This design comes from an exercise in tuning for a short achievable clock period and few clock cycles per item on the open sky130 flow, not from production work. Only simulation tests tie the RTL to the original design; equivalence was not proved.

==> flow/design.v, too long to show whole: its modules and the start of the top module <==
// module pulsing_led_level_controller_unit: 1453 lines
module pulsing_led_level_controller_unit (
  input  logic        clk_i,
  input  logic        rst_ni,
  input  logic        in_valid,
  output logic        in_ready,
  input  logic [1:0]  in_command,
  input  logic [31:0] in_now_ms,
  input  logic [31:0] in_last_point_ms,
  input  logic [7:0]  in_red,
  input  logic [7:0]  in_green,
  input  logic [7:0]  in_blue,
  output logic        out_valid,
  input  logic        out_ready,
  output logic [17:0] out_level,
  output logic        out_pulsing,
  output logic [7:0]  out_red,
  output logic [7:0]  out_green,
  output logic [7:0]  out_blue,
  input  logic        psel,
  input  logic        penable,
  input  logic        pwrite,
  input  logic [3:0]  paddr,
  input  logic [31:0] pwdata,
  output logic [31:0] prdata,
  output logic        pready
);
  // ...
==> flow/flow/run.sh <==
#!/bin/bash
set -uo pipefail
bash standard.sh SETUP_SLACK_MARGIN=7.3 finish > orfs_make.log 2>&1
==> flow/standard.sh <==
#!/bin/bash
# synth_recipe.tcl (not shown) runs the flow's synth.tcl, then flattens the netlist and writes it again
# the make line also repeats each setting of config.mk as NAME=value (left out here)
make -C /OpenROAD-flow-scripts/flow DESIGN_CONFIG=/design/flow/config.mk WORK_HOME=/design/flow/orfs CLKGATE_MAP_FILE= SYNTH_SCRIPT=/design/flow/synth_recipe.tcl "${@:-finish}"
==> flow/config.mk <==
export PLATFORM = sky130hd
export DESIGN_NAME = pulsing_led_level_controller_unit
export DESIGN_NICKNAME = pulsing_led_level_controller_unit
export VERILOG_FILES = /design/flow/design.v
export SDC_FILE = /design/flow/constraint.sdc
export NUM_CORES = 4
export LEC_CHECK = 0
export CAP_MARGIN = 20
export CORE_MARGIN = 2
export CORE_UTILIZATION = 40
export SLEW_MARGIN = 20
==> flow/constraint.sdc <==
create_clock -name core_clock -period 11.0 [get_ports {clk_i}]
set_input_delay 2.2000 -clock core_clock [delete_from_list [all_inputs] [get_ports {clk_i}]]
set_output_delay 2.2000 -clock core_clock [all_outputs]
set_load 0.01 [all_outputs]
==> impl_metrics.env, run 1 <==
export IMPL_status="finished clean"
export IMPL_path_max_fanout=4
export IMPL_worstPathRequired_ps=12050
export IMPL_ys_warn_count=8
export IMPL_use_met3_pct=4.57
export IMPL_largest_reg_flops=141
export IMPL_seq_area_frac_synth_pct=37.7
export IMPL_root_buffer="clkbuf_16"
export IMPL_path_cells="buf_4 -> buf_4 -> ha_2 -> or3_4 -> a21oi_2 -> o21ai_4 -> a21o_1 -> a211o_4 -> ha_4 -> or3_1 -> o21ai_1 -> a31oi_1 -> xor2_1 -> inv_2 -> nor4_4 -> xor2_1"
export IMPL_met3_length_mm=68.9
export IMPL_drive_gt1_share_pct=10.2
export IMPL_htreeDepth=5
export IMPL_overflow=0
export IMPL_gr_usage_met2_pct=37.6
export IMPL_seq_area_share_pct=33.2
export IMPL_dieHeight_um=802
export IMPL_reg2reg_slack_ps=7020
export IMPL_path_clk_slew_ps=70
export IMPL_rsz0062_at_grt="yes"
export IMPL_whs_path_depth=0
export IMPL_numSequentialCells=3998
export IMPL_drt_wl_total_mm=788
export IMPL_reg2reg_to="th7[13]$_DFF_P_"
export IMPL_cp_slowest_stage_delay_ps=510
export IMPL_netlist_top_cells_area="fa_1 (20%), dfxtp_1 (18%), edfxtp_1 (18%)"
export IMPL_slew_headroom_pct=15.4
export IMPL_layout_common_cells="inv_1 (3623), fa_1 (2524), dfxtp_1 (2244)"
export IMPL_largest_register="a0"
export IMPL_wl_met1_mm=329
export IMPL_tightestPinTransition_ps=1270
export IMPL_arrival_ps=5030
export IMPL_finalCriticalPeriod_ps=3980
export IMPL_n_all_inverters=3686
export IMPL_largest_cell_class="multi-input gates"
export IMPL_crit_path_end="th7[13]$_DFF_P_"
Testbench counts, summed over its fixed seeds: cycles 10,176, items 9,600.
==> run 2, diff against run 1 <==
--- a/flow/design.v
+++ b/flow/design.v
@@ -78,22 +78,22 @@
   end
   assign prdata = {15'd0, prd_q};
   assign pready = 1'b1;
   logic [4:0] bc1, bc2;
   wire rs1 = wp_q && (wi_q == 2'd0);
   wire rs2 = wp_q && (wi_q != 2'd3);
   always_ff @(posedge clk_i or negedge rst_ni) begin
     if (!rst_ni) begin
-      bc1 <= 5'd13;
-      bc2 <= 5'd13;
+      bc1 <= 5'd14;
+      bc2 <= 5'd14;
     end else begin
-      if (rs1) bc1 <= 5'd13;
+      if (rs1) bc1 <= 5'd14;
       else if (bc1 != 5'd0) bc1 <= bc1 - 5'd1;
-      if (rs2) bc2 <= 5'd13;
+      if (rs2) bc2 <= 5'd14;
       else if (bc2 != 5'd0) bc2 <= bc2 - 5'd1;
     end
   end
   wire        sg_c = up_q < low_q;
   wire [16:0] aa_c = sg_c ? (low_q - up_q) : (up_q - low_q);
   wire [18:0] p19  = {6'd0, per_q};
   wire [19:0] p20  = {7'd0, per_q};
   wire [17:0] p18  = {5'd0, per_q};
@@ -150,34 +150,46 @@
   logic [19:0] nkm7;
   logic [17:0] nkp1;
   logic [17:0] nkp2;
   logic [17:0] nkp3;
   logic [17:0] nkp4;
   logic [17:0] nkp5;
   logic [17:0] nkp6;
   logic [17:0] nkp7;
-  logic [17:0] th1, ep1;
-  logic [17:0] th2, ep2;
-  logic [17:0] th3, ep3;
-  logic [17:0] th4, ep4;
-  logic [17:0] th5, ep5;
-  logic [17:0] th6, ep6;
-  logic [17:0] th7, ep7;
+  logic [17:0] th1;
+  logic [17:0] th2;
+  logic [17:0] th3;
+  logic [17:0] th4;
+  logic [17:0] th5;
+  logic [17:0] th6;
+  logic [17:0] th7;
   logic [17:0] lv0;
   always_ff @(posedge clk_i) begin
     pz_q <= (per_q == 13'd0);
     sg_q <= sg_c;
-    km1 <= p19 << 1;
-    km2 <= p19 << 2;
-    km3 <= (p19 << 1) + (p19 << 2);
-    km4 <= p19 << 3;
-    km5 <= (p19 << 1) + (p19 << 3);
-    km6 <= (p19 << 2) + (p19 << 3);
-    km7 <= (p19 << 4) - (p19 << 1);
+    kp1 <= per_q;
+    kp2 <= {per_q, 1'b0};
+    kp3 <= {per_q, 1'b0} + per_q;
+    kp4 <= {per_q, 2'b0};
+    kp5 <= {per_q, 2'b0} + per_q;
+    kp6 <= {per_q, 2'b0} + {per_q, 1'b0};
+    kp7 <= {per_q, 3'b0} - per_q;
+    kp8 <= kp4 << 1;
+    kp9 <= (kp4 << 1) + kp1;
+    kp10 <= kp5 << 1;
+    kp11 <= (kp5 << 1) + kp1;
+    kp12 <= kp6 << 1;
+    km1 <= {1'b0, kp1, 1'b0};
+    km2 <= {1'b0, kp2, 1'b0};
+    km3 <= {1'b0, kp3, 1'b0};
+    km4 <= {1'b0, kp4, 1'b0};
+    km5 <= {1'b0, kp5, 1'b0};
+    km6 <= {1'b0, kp6, 1'b0};
+    km7 <= {1'b0, kp7, 1'b0};
     km8 <= km4 << 1;
     km9 <= (km4 << 1) + km1;
     km10 <= km5 << 1;
     km11 <= (km5 << 1) + km1;
     km12 <= km6 << 1;
     km13 <= (km6 << 1) + km1;
     km14 <= km7 << 1;
     km15 <= (km7 << 1) + km1;
@@ -192,56 +204,37 @@
     km24 <= km12 << 1;
     km25 <= (km12 << 1) + km1;
     km26 <= km13 << 1;
     km27 <= (km13 << 1) + km1;
     km28 <= km14 << 1;
     km29 <= (km14 << 1) + km1;
     km30 <= km15 << 1;
     km31 <= (km15 << 1) + km1;
-    kp1 <= per_q;
-    kp2 <= {per_q, 1'b0};
-    kp3 <= {per_q, 1'b0} + per_q;
-    kp4 <= kp2 << 1;
-    kp5 <= (kp2 << 1) + kp1;
-    kp6 <= kp3 << 1;
-    kp7 <= (kp3 << 1) + kp1;
-    kp8 <= kp4 << 1;
-    kp9 <= (kp4 << 1) + kp1;
-    kp10 <= kp5 << 1;
-    kp11 <= (kp5 << 1) + kp1;
-    kp12 <= kp6 << 1;
-    nkm1 <= 20'd0 - (p20 << 1);
-    nkm2 <= 20'd0 - (p20 << 2);
-    nkm3 <= 20'd0 - (p20 << 1) - (p20 << 2);
-    nkm4 <= 20'd0 - (p20 << 3);
-    nkm5 <= 20'd0 - (p20 << 1) - (p20 << 3);
-    nkm6 <= 20'd0 - (p20 << 2) - (p20 << 3);
-    nkm7 <= (p20 << 1) - (p20 << 4);
-    nkp1 <= 18'd0 - p18;
-    nkp2 <= 18'd0 - (p18 << 1);
-    nkp3 <= 18'd0 - (p18 << 1) - p18;
-    nkp4 <= 18'd0 - (p18 << 2);
-    nkp5 <= 18'd0 - (p18 << 2) - p18;
-    nkp6 <= 18'd0 - (p18 << 2) - (p18 << 1);
-    nkp7 <= p18 - (p18 << 3);
-    th1 <= ((p18 << 0) + 18'd3) >> 2;
-    th2 <= ((p18 << 1) + 18'd3) >> 2;
-    th3 <= ((p18 << 0) + (p18 << 1) + 18'd3) >> 2;
-    th4 <= ((p18 << 2) + 18'd3) >> 2;
-    th5 <= ((p18 << 0) + (p18 << 2) + 18'd3) >> 2;
-    th6 <= ((p18 << 1) + (p18 << 2) + 18'd3) >> 2;
-    th7 <= ((p18 << 0) + (p18 << 1) + (p18 << 2) + 18'd3) >> 2;
-    ep1 <= (p18 << 0);
-    ep2 <= (p18 << 1);
-    ep3 <= (p18 << 0) + (p18 << 1);
-    ep4 <= (p18 << 2);
-    ep5 <= (p18 << 0) + (p18 << 2);
-    ep6 <= (p18 << 1) + (p18 << 2);
-    ep7 <= (p18 << 0) + (p18 << 1) + (p18 << 2);
+    nkm1 <= 20'd0 - {2'd0, kp1, 1'b0};
+    nkp1 <= 18'd0 - {1'b0, kp1};
+    th1 <= ({1'b0, kp1} + 18'd3) >> 2;
+    nkm2 <= 20'd0 - {2'd0, kp2, 1'b0};
+    nkp2 <= 18'd0 - {1'b0, kp2};
+    th2 <= ({1'b0, kp2} + 18'd3) >> 2;
+    nkm3 <= 20'd0 - {2'd0, kp3, 1'b0};
+    nkp3 <= 18'd0 - {1'b0, kp3};
+    th3 <= ({1'b0, kp3} + 18'd3) >> 2;
+    nkm4 <= 20'd0 - {2'd0, kp4, 1'b0};
+    nkp4 <= 18'd0 - {1'b0, kp4};
+    th4 <= ({1'b0, kp4} + 18'd3) >> 2;
+    nkm5 <= 20'd0 - {2'd0, kp5, 1'b0};
+    nkp5 <= 18'd0 - {1'b0, kp5};
+    th5 <= ({1'b0, kp5} + 18'd3) >> 2;
+    nkm6 <= 20'd0 - {2'd0, kp6, 1'b0};
+    nkp6 <= 18'd0 - {1'b0, kp6};
+    th6 <= ({1'b0, kp6} + 18'd3) >> 2;
+    nkm7 <= 20'd0 - {2'd0, kp7, 1'b0};
+    nkp7 <= 18'd0 - {1'b0, kp7};
+    th7 <= ({1'b0, kp7} + 18'd3) >> 2;
     lv0 <= {1'b0, low_q} + 18'd655;
   end
   logic [13:0] e1v, e1p;
   wire e1ag0 = 1'b1;
   wire e1ag1 = ({4'd0, e1v} >= th1);
   wire [13:0] e1ad1 = {e1v[10:0], 3'd0} + nkm1[13:0];
   wire e1ag2 = ({4'd0, e1v} >= th2);
   wire [13:0] e1ad2 = {e1v[10:0], 3'd0} + nkm2[13:0];
@@ -349,17 +342,17 @@
   logic [13:0] m25;
   logic [13:0] m26;
   logic [13:0] m27;
   logic [13:0] m28;
   logic [13:0] m29;
   logic [13:0] m30;
   logic [13:0] m31;
   always_ff @(posedge clk_i) begin
-    e1v <= (bc1 == 5'd13) ? 14'd1 : e1an;
+    e1v <= (bc1 >= 5'd13) ? 14'd1 : e1an;
     e1p <= e1v;
     if (bc1 == 5'd11) m1 <= e1bn;
     if (bc1 == 5'd11) m2 <= e1cn;
     if (bc1 == 5'd12) m3 <= e1an;
     if (bc1 == 5'd10) m4 <= e1bn;
     if (bc1 == 5'd10) m5 <= e1cn;
     if (bc1 == 5'd11) m6 <= e1an;
     if (bc1 == 5'd9) m7 <= e1bn;
@@ -390,29 +383,29 @@
   end
   wire [13:0] m0 = 14'd1;
   logic [16:0] e2d;
   logic [12:0] e2r, e2rp;
   logic [17:0] e2q, e2qp;
   logic [2:0]  e2bp;
   wire [15:0] e2ax = {e2r, e2d[16:14]};
   wire e2ag0 = 1'b1;
-  wire e2ag1 = ({2'd0, e2ax} >= ep1);
+  wire e2ag1 = ({1'd0, e2ax} >= kp1);
   wire [12:0] e2ad1 = e2ax[12:0] + nkp1[12:0];
-  wire e2ag2 = ({2'd0, e2ax} >= ep2);
+  wire e2ag2 = ({1'd0, e2ax} >= kp2);
   wire [12:0] e2ad2 = e2ax[12:0] + nkp2[12:0];
-  wire e2ag3 = ({2'd0, e2ax} >= ep3);
+  wire e2ag3 = ({1'd0, e2ax} >= kp3);
   wire [12:0] e2ad3 = e2ax[12:0] + nkp3[12:0];
-  wire e2ag4 = ({2'd0, e2ax} >= ep4);
+  wire e2ag4 = ({1'd0, e2ax} >= kp4);
   wire [12:0] e2ad4 = e2ax[12:0] + nkp4[12:0];
-  wire e2ag5 = ({2'd0, e2ax} >= ep5);
+  wire e2ag5 = ({1'd0, e2ax} >= kp5);
   wire [12:0] e2ad5 = e2ax[12:0] + nkp5[12:0];
-  wire e2ag6 = ({2'd0, e2ax} >= ep6);
+  wire e2ag6 = ({1'd0, e2ax} >= kp6);
   wire [12:0] e2ad6 = e2ax[12:0] + nkp6[12:0];
-  wire e2ag7 = ({2'd0, e2ax} >= ep7);
+  wire e2ag7 = ({1'd0, e2ax} >= kp7);
   wire [12:0] e2ad7 = e2ax[12:0] + nkp7[12:0];
   wire [12:0] e2ad0 = e2ax[12:0];
   logic [12:0] e2an;
   always_comb begin
     e2an = '0;
     e2an = e2an | ({13{(e2ag0 & !e2ag1)}} & e2ad0);
     e2an = e2an | ({13{(e2ag1 & !e2ag2)}} & e2ad1);
     e2an = e2an | ({13{(e2ag2 & !e2ag3)}} & e2ad2);
@@ -501,21 +494,21 @@
   logic [12:0] rt9;
   logic [17:0] qt10;
   logic [12:0] rt10;
   logic [17:0] qt11;
   logic [12:0] rt11;
   logic [17:0] qt12;
   logic [12:0] rt12;
   always_ff @(posedge clk_i) begin
-    if (bc2 == 5'd13) begin
+    if (bc2 == 5'd14) begin
       e2d <= aa_c;
       e2r <= 13'd0;
       e2q <= 18'd0;
-    end else begin
+    end else if (bc2 != 5'd13) begin
       e2d <= e2d << 3;
       e2r <= e2an;
       e2q <= e2qa;
     end
     e2rp <= e2r;
     e2qp <= e2q;
     e2bp <= e2d[16:14];
     if (bc2 == 5'd6) begin qt0 <= e2qc; rt0 <= e2cn; end
@@ -820,18 +813,18 @@
   wire [19:0] ge30_l0_0_c = {ge30_l0_0_m[18:0], 1'b0};
   wire [19:0] gs30 = ge30_l0_0_s + ge30_l0_0_c + 20'd1;
   assign ge2[30] = !gs30[19];
   wire [19:0] ge31_l0_0_s = {1'b0, a1[0]} ^ {1'b0, a1[1]} ^ {1'b1, ~km31};
   wire [19:0] ge31_l0_0_m = ({1'b0, a1[0]} & {1'b0, a1[1]}) | ({1'b0, a1[0]} & {1'b1, ~km31}) | ({1'b0, a1[1]} & {1'b1, ~km31});
   wire [19:0] ge31_l0_0_c = {ge31_l0_0_m[18:0], 1'b0};
   wire [19:0] gs31 = ge31_l0_0_s + ge31_l0_0_c + 20'd1;
   assign ge2[31] = !gs31[19];
-  wire [13:0] sp_l0_0_s = a1[0][13:0] ^ a1[1][13:0] ^ ~{1'b0, per_q};
-  wire [13:0] sp_l0_0_m = (a1[0][13:0] & a1[1][13:0]) | (a1[0][13:0] & ~{1'b0, per_q}) | (a1[1][13:0] & ~{1'b0, per_q});
+  wire [13:0] sp_l0_0_s = a1[0][13:0] ^ a1[1][13:0] ^ ~kp1[13:0];
+  wire [13:0] sp_l0_0_m = (a1[0][13:0] & a1[1][13:0]) | (a1[0][13:0] & ~kp1[13:0]) | (a1[1][13:0] & ~kp1[13:0]);
   wire [13:0] sp_l0_0_c = {sp_l0_0_m[12:0], 1'b0};
   logic [31:1] ge2q;
   logic [13:0] sp2;
   logic [1:0] cmd2; logic el2; logic [23:0] c2;
   always_ff @(posedge clk_i) begin
     ge2q <= ge2;
     sp2 <= sp_l0_0_s + sp_l0_0_c + 14'd1;
     cmd2 <= cmd1; el2 <= el1; c2 <= c1;
@@ -958,25 +951,16 @@
     r5[1] <= rs_l3_0_c;
     q5[2] <= qs_l2_1_c;
     r5[2] <= rs_l2_1_c;
     cmd5 <= cmd4; el5 <= el4; c5 <= c4;
   end
   wire [17:0] t1_l0_0_s = q5[0] ^ q5[1] ^ q5[2];
   wire [17:0] t1_l0_0_m = (q5[0] & q5[1]) | (q5[0] & q5[2]) | (q5[1] & q5[2]);
   wire [17:0] t1_l0_0_c = {t1_l0_0_m[16:0], 1'b0};
-  wire [17:0] t1_l1_0_s = t1_l0_0_s ^ t1_l0_0_c ^ {1'b0, low_q};
-  wire [17:0] t1_l1_0_m = (t1_l0_0_s & t1_l0_0_c) | (t1_l0_0_s & {1'b0, low_q}) | (t1_l0_0_c & {1'b0, low_q});
-  wire [17:0] t1_l1_0_c = {t1_l1_0_m[16:0], 1'b0};
-  wire [17:0] t1v_l0_0_s = q5[0] ^ q5[1] ^ q5[2];
-  wire [17:0] t1v_l0_0_m = (q5[0] & q5[1]) | (q5[0] & q5[2]) | (q5[1] & q5[2]);
-  wire [17:0] t1v_l0_0_c = {t1v_l0_0_m[16:0], 1'b0};
-  wire [17:0] t1v_l1_0_s = t1v_l0_0_s ^ t1v_l0_0_c ^ lv0;
-  wire [17:0] t1v_l1_0_m = (t1v_l0_0_s & t1v_l0_0_c) | (t1v_l0_0_s & lv0) | (t1v_l0_0_c & lv0);
-  wire [17:0] t1v_l1_0_c = {t1v_l1_0_m[16:0], 1'b0};
   wire [16:0] t2_l0_0_s = r5[0] ^ r5[1] ^ r5[2];
   wire [16:0] t2_l0_0_m = (r5[0] & r5[1]) | (r5[0] & r5[2]) | (r5[1] & r5[2]);
   wire [16:0] t2_l0_0_c = {t2_l0_0_m[15:0], 1'b0};
   wire [24:0] cgrr_l0_0_s = ({25{c5[16]}} & ({8'd0, gain_q} << 0)) ^ ({25{c5[17]}} & ({8'd0, gain_q} << 1)) ^ ({25{c5[18]}} & ({8'd0, gain_q} << 2));
   wire [24:0] cgrr_l0_0_m = (({25{c5[16]}} & ({8'd0, gain_q} << 0)) & ({25{c5[17]}} & ({8'd0, gain_q} << 1))) | (({25{c5[16]}} & ({8'd0, gain_q} << 0)) & ({25{c5[18]}} & ({8'd0, gain_q} << 2))) | (({25{c5[17]}} & ({8'd0, gain_q} << 1)) & ({25{c5[18]}} & ({8'd0, gain_q} << 2)));
   wire [24:0] cgrr_l0_0_c = {cgrr_l0_0_m[23:0], 1'b0};
   wire [24:0] cgrr_l0_1_s = ({25{c5[19]}} & ({8'd0, gain_q} << 3)) ^ ({25{c5[20]}} & ({8'd0, gain_q} << 4)) ^ ({25{c5[21]}} & ({8'd0, gain_q} << 5));
   wire [24:0] cgrr_l0_1_m = (({25{c5[19]}} & ({8'd0, gain_q} << 3)) & ({25{c5[20]}} & ({8'd0, gain_q} << 4))) | (({25{c5[19]}} & ({8'd0, gain_q} << 3)) & ({25{c5[21]}} & ({8'd0, gain_q} << 5))) | (({25{c5[20]}} & ({8'd0, gain_q} << 4)) & ({25{c5[21]}} & ({8'd0, gain_q} << 5)));
@@ -1024,23 +1008,22 @@
   wire [24:0] cgrb_l1_1_m = (cgrb_l0_1_c & ({25{c5[6]}} & ({8'd0, gain_q} << 6))) | (cgrb_l0_1_c & ({25{c5[7]}} & ({8'd0, gain_q} << 7))) | (({25{c5[6]}} & ({8'd0, gain_q} << 6)) & ({25{c5[7]}} & ({8'd0, gain_q} << 7)));
   wire [24:0] cgrb_l1_1_c = {cgrb_l1_1_m[23:0], 1'b0};
   wire [24:0] cgrb_l2_0_s = cgrb_l1_0_s ^ cgrb_l1_0_c ^ cgrb_l1_1_s;
   wire [24:0] cgrb_l2_0_m = (cgrb_l1_0_s & cgrb_l1_0_c) | (cgrb_l1_0_s & cgrb_l1_1_s) | (cgrb_l1_0_c & cgrb_l1_1_s);
   wire [24:0] cgrb_l2_0_c = {cgrb_l2_0_m[23:0], 1'b0};
   wire [24:0] cgrb_l3_0_s = cgrb_l2_0_s ^ cgrb_l2_0_c ^ cgrb_l1_1_c;
   wire [24:0] cgrb_l3_0_m = (cgrb_l2_0_s & cgrb_l2_0_c) | (cgrb_l2_0_s & cgrb_l1_1_c) | (cgrb_l2_0_c & cgrb_l1_1_c);
   wire [24:0] cgrb_l3_0_c = {cgrb_l3_0_m[23:0], 1'b0};
-  logic [17:0] w6, wv6;
+  logic [17:0] t1_6;
   logic [16:0] t2_6;
   logic [24:0] cga6r, cgb6r, cga6g, cgb6g, cga6b, cgb6b;
   logic [1:0] cmd6; logic el6;
   always_ff @(posedge clk_i) begin
-    w6 <= t1_l1_0_s + t1_l1_0_c;
-    wv6 <= t1v_l1_0_s + t1v_l1_0_c;
+    t1_6 <= t1_l0_0_s + t1_l0_0_c;
     t2_6 <= t2_l0_0_s + t2_l0_0_c;
     cga6r <= cgrr_l3_0_s;
     cgb6r <= cgrr_l3_0_c;
     cga6g <= cgrg_l3_0_s;
     cgb6g <= cgrg_l3_0_c;
     cga6b <= cgrb_l3_0_s;
     cgb6b <= cgrb_l3_0_c;
     cmd6 <= cmd5; el6 <= el5;
@@ -1076,18 +1059,18 @@
     k2 = k2 | ({4{(!pz_q & g2_12 & !g2_13)}} & 4'd12);
   end
   logic [3:0]  k2_7a;
   logic [17:0] w7a, wv7a;
   logic [24:0] cg7ar, cg7ag, cg7ab;
   logic [1:0] cmd7a; logic el7a;
   always_ff @(posedge clk_i) begin
     k2_7a <= k2;
-    w7a <= w6;
-    wv7a <= wv6;
+    w7a <= {1'b0, low_q} + t1_6;
+    wv7a <= lv0 + t1_6;
     cg7ar <= cga6r + cgb6r;
     cg7ag <= cga6g + cgb6g;
     cg7ab <= cga6b + cgb6b;
     cmd7a <= cmd6; el7a <= el6;
   end
   wire [17:0] k2x = {14'd0, k2_7a} ^ {18{sg_q}};
   logic [17:0] w7, wv7;
   logic [24:0] cg7r, cg7g, cg7b;
==> impl_metrics.env, run 2 <==
export IMPL_status="finished clean"
export IMPL_fp_dieW_um=795
export IMPL_ys_ff_latch=3956
export IMPL_reg2reg_to="m29[9]$_DFFE_PN_"
export IMPL_slowest_stage="dfrtp_2"
export IMPL_timing_rr_start="nkp1[2]$_DFF_P_"
export IMPL_async_flop_share_pct=3.84
export IMPL_insertion_delay_ps=1120
export IMPL_cts_hold_buffers=0
export IMPL_wl_per_cell_um=24.1
export IMPL_grt_pass1_vias=178196
export IMPL_place_hpwl_mm=541
export IMPL_netlist_instances=22901
export IMPL_drt_wl_total_mm=774
export IMPL_drt_iter0_markers=14897
export IMPL_synth_common_cells="inv_1 (3585), fa_1 (2528), dfxtp_1 (2277)"
export IMPL_syn_area_per_cell_um2=10.9
export IMPL_reg2reg_slack_ps=7180
export IMPL_yosysMostFrequentCell="inv_1"
export IMPL_crit_family="flip-flops"
export IMPL_cap_violations=0
export IMPL_crit_path_end="out_valid"
export IMPL_path_clk_slew_ps=60
export IMPL_cp_end_kind="output pin"
export IMPL_arrival_ps=1750
export IMPL_fin_util_pct=45.3
export IMPL_seq_area_frac_synth_pct=38.0
export IMPL_worstPathRequired_ps=8800
export IMPL_path_max_fanout=3
export IMPL_cp_slowest_stage_delay_ps=480
export IMPL_final_setup_skew_ps=162
export IMPL_drive_gt1_share_pct=9.27
export IMPL_mostFrequentLayoutCell="inv_1"
export IMPL_start_util_pct=40.2
export IMPL_area_growth_pct=12.8
export IMPL_drc=0
export IMPL_via_count=173484
export IMPL_ff2ff_path_depth=14
export IMPL_ys_warn_count=8
export IMPL_critPathKind="register to output pin"
export IMPL_yosysUniqueCellTypes=100
export IMPL_final_cells=32073
export IMPL_num_rows=290
export IMPL_rsz0062_at_grt="yes"
export IMPL_cts_tree="built"
export IMPL_portBuffers=177
export IMPL_antenna_found_initial=69
export IMPL_clock_path_buffers=4
export IMPL_clock_sinks=3956
export IMPL_synth_top_area_cell="fa_1"
export IMPL_cp_start_kind="register"
export IMPL_io_pins=211
export IMPL_crit_path_start="ov_q$_DFF_PN0_"
export IMPL_grt_usage_pct=24.0
export IMPL_slew_violations=0
export IMPL_overflow=0
export IMPL_tns_ps=0
export IMPL_critical_path_depth=1
export IMPL_dieArea_mm2=0.633
export IMPL_largest_register="a0"
export IMPL_hold_viol=0
export IMPL_vias_per_cell=5.41
export IMPL_netlist_top_cells_area="fa_1 (20%), edfxtp_1 (18%), dfxtp_1 (18%)"
export IMPL_finalCriticalPeriod_ps=3950
export IMPL_placedCellCount=30973
export IMPL_largest_reg_flops=141
export IMPL_setup_viol=0
export IMPL_cp_num_buf_inv=1
export IMPL_grt_max_degree=75
export IMPL_ant_nets=0
export IMPL_syn_area_mm2=0.250
export IMPL_nets=27914
export IMPL_drtPass1Iterations=9
export IMPL_tightestPinTransition_ps=1190
export IMPL_slew_headroom_pct=20.3
export IMPL_gp_congestion=0.979
export IMPL_core_mm2=0.624
export IMPL_n_fill_cell=57415
export IMPL_root_buffer="clkbuf_16"
export IMPL_htreeDepth=5
export IMPL_hold_class="register to register"
export IMPL_synth_ff_type="dfxtp_1"
export IMPL_grt_pass1_wl_mm=1150
export IMPL_layout_common_cells="inv_1 (3529), fa_1 (2500), dfxtp_1 (2173)"
export IMPL_path_cells="buf_6"
export IMPL_fin_crit_sh_pct=35.9
export IMPL_yosys_area_top_type_share_pct=20.2
export IMPL_synth_edf_count=1527
export IMPL_fmax_ghz=0.253
export IMPL_dieHeight_um=795
export IMPL_cts_buffers=441
[run 2: cell count changes in the layout (fill, tap and decap cells not counted), sizes merged, moves of 34 or more]
cell | previous run | this run
inv | 3701 | 3577
ha | 2022 | 1952
dfxtp | 2336 | 2277
nand2 | 1110 | 1055
fa | 2563 | 2528
o21ai | 841 | 768
xor2 | 361 | 327
buf | 689 | 564
nor3 | 289 | 327
a21oi | 652 | 597
a22o | 176 | 135
[run 2: what timing repair did]
action	CTS	global route
resized for setup	717	332
cloned	3	8
hold endpoints to repair	0	0
endpoints found under the setup margin	1219	1183
pin swaps	59	86
buffers inserted	103	92
[run 2: cell families (layout without fill, tap and decap cells)]
family | after synthesis | count (layout) | share of synthesized area (%)
and+or+nand+nor | 5442 | 5445 | 11.6
AOI/OAI and AO/OA | 3546 | 3548 | 9.65
DFF | 3956 | 3956 | 38.0
xor gates and xnor gates | 952 | 952 | 3.33
adders and majority gates | 4480 | 4480 | 30.0
buffers and inverters | 4329 | 5101 | 6.53
other | 2 | 75 | 0.00300
muxes | 194 | 194 | 0.905
[run 2: per-stage QoR]
stage / cell area, um^2 / worst slack [ps] / hold WS, ps
5_1_grt: 283000 / 7020 / 299
4_1_cts: 280000 / 6990 / 302
3_3_place_gp: 263000 / 5570 / 310
6_report: 283000 / 7050 / 297
3_5_place_dp: 263000 / 5560 / 312
2_1_floorplan: 251000 / 6920 / 310
[run 2: area by class of cell]
cell class | instances | area [um^2] | area share, %
multi-input combinational | 14635 | 141000 | 49.9
sequential | 3956 | 95600 | 33.8
inverter | 3588 | 13600 | 4.81
clock buffer | 622 | 12800 | 4.53
tap | 8322 | 10400 | 3.68
timing repair buffer | 679 | 6440 | 2.28
clock inverter | 212 | 2610 | 0.922
antenna | 59 | 148 | 0.0522
[run 2: worst min-delay path by stage]
stage                     start              end  slack (ps)  cells after the start
6_report        cmd5[0]$_DFF_P_  cmd6[0]$_DFF_P_         300                      0
5_1_grt          sp2[9]$_DFF_P_   sp3[9]$_DFF_P_         300                      0
4_1_cts          sp2[9]$_DFF_P_   sp3[9]$_DFF_P_         300                      0
3_5_place_dp      c1[0]$_DFF_P_    c2[0]$_DFF_P_         310                      0
3_3_place_gp   cg7ag[6]$_DFF_P_  cg7g[6]$_DFF_P_         310                      0
2_1_floorplan     c0[0]$_DFF_P_    c1[0]$_DFF_P_         310                      0
[run 2: routing by layer]
layer	vias to the layer above	track usage [%]	routed length, um
li1	77115	-	-
met1	87544	31.4	317000
met2	6873	38.8	353000
met3	1922	4.44	62700
met4	30	10.5	40000
met5	-	0	207
Testbench counts of run 2, summed over its fixed seeds: cycles 10,176, items 9,600.

afterwards: timing with drivers on the ports:
Ports are ideal in the flow. The routed layouts listed here were re-timed in OpenROAD.
Step 1: set_driving_cell puts a clkbuf_16 on clk_i and a buf_2 on each other input, an assumption about the parent block.
Step 2 adds t to the input delays and takes it off the output delays; t is the mean of the earliest and latest rising clock arrival at the registers after step 1. Input paths then give back, and output paths get back, about the clock's delay inside the block.
Three values: no drivers, after step 1, after step 2; two values: the first two.
run	t, ns	setup slack, ns	clock arrival spread, ns
run 1	1.180	7.018 / 6.912 / 6.253	0.169 / 0.169
run 2	1.175	7.050 / 6.921 / 6.212	0.175 / 0.175
After both steps setup and hold are still met in every run listed. For run 2, which loses most, drivers alone change the setup slack by -0.129 ns; drivers and shift together by -0.838 ns.
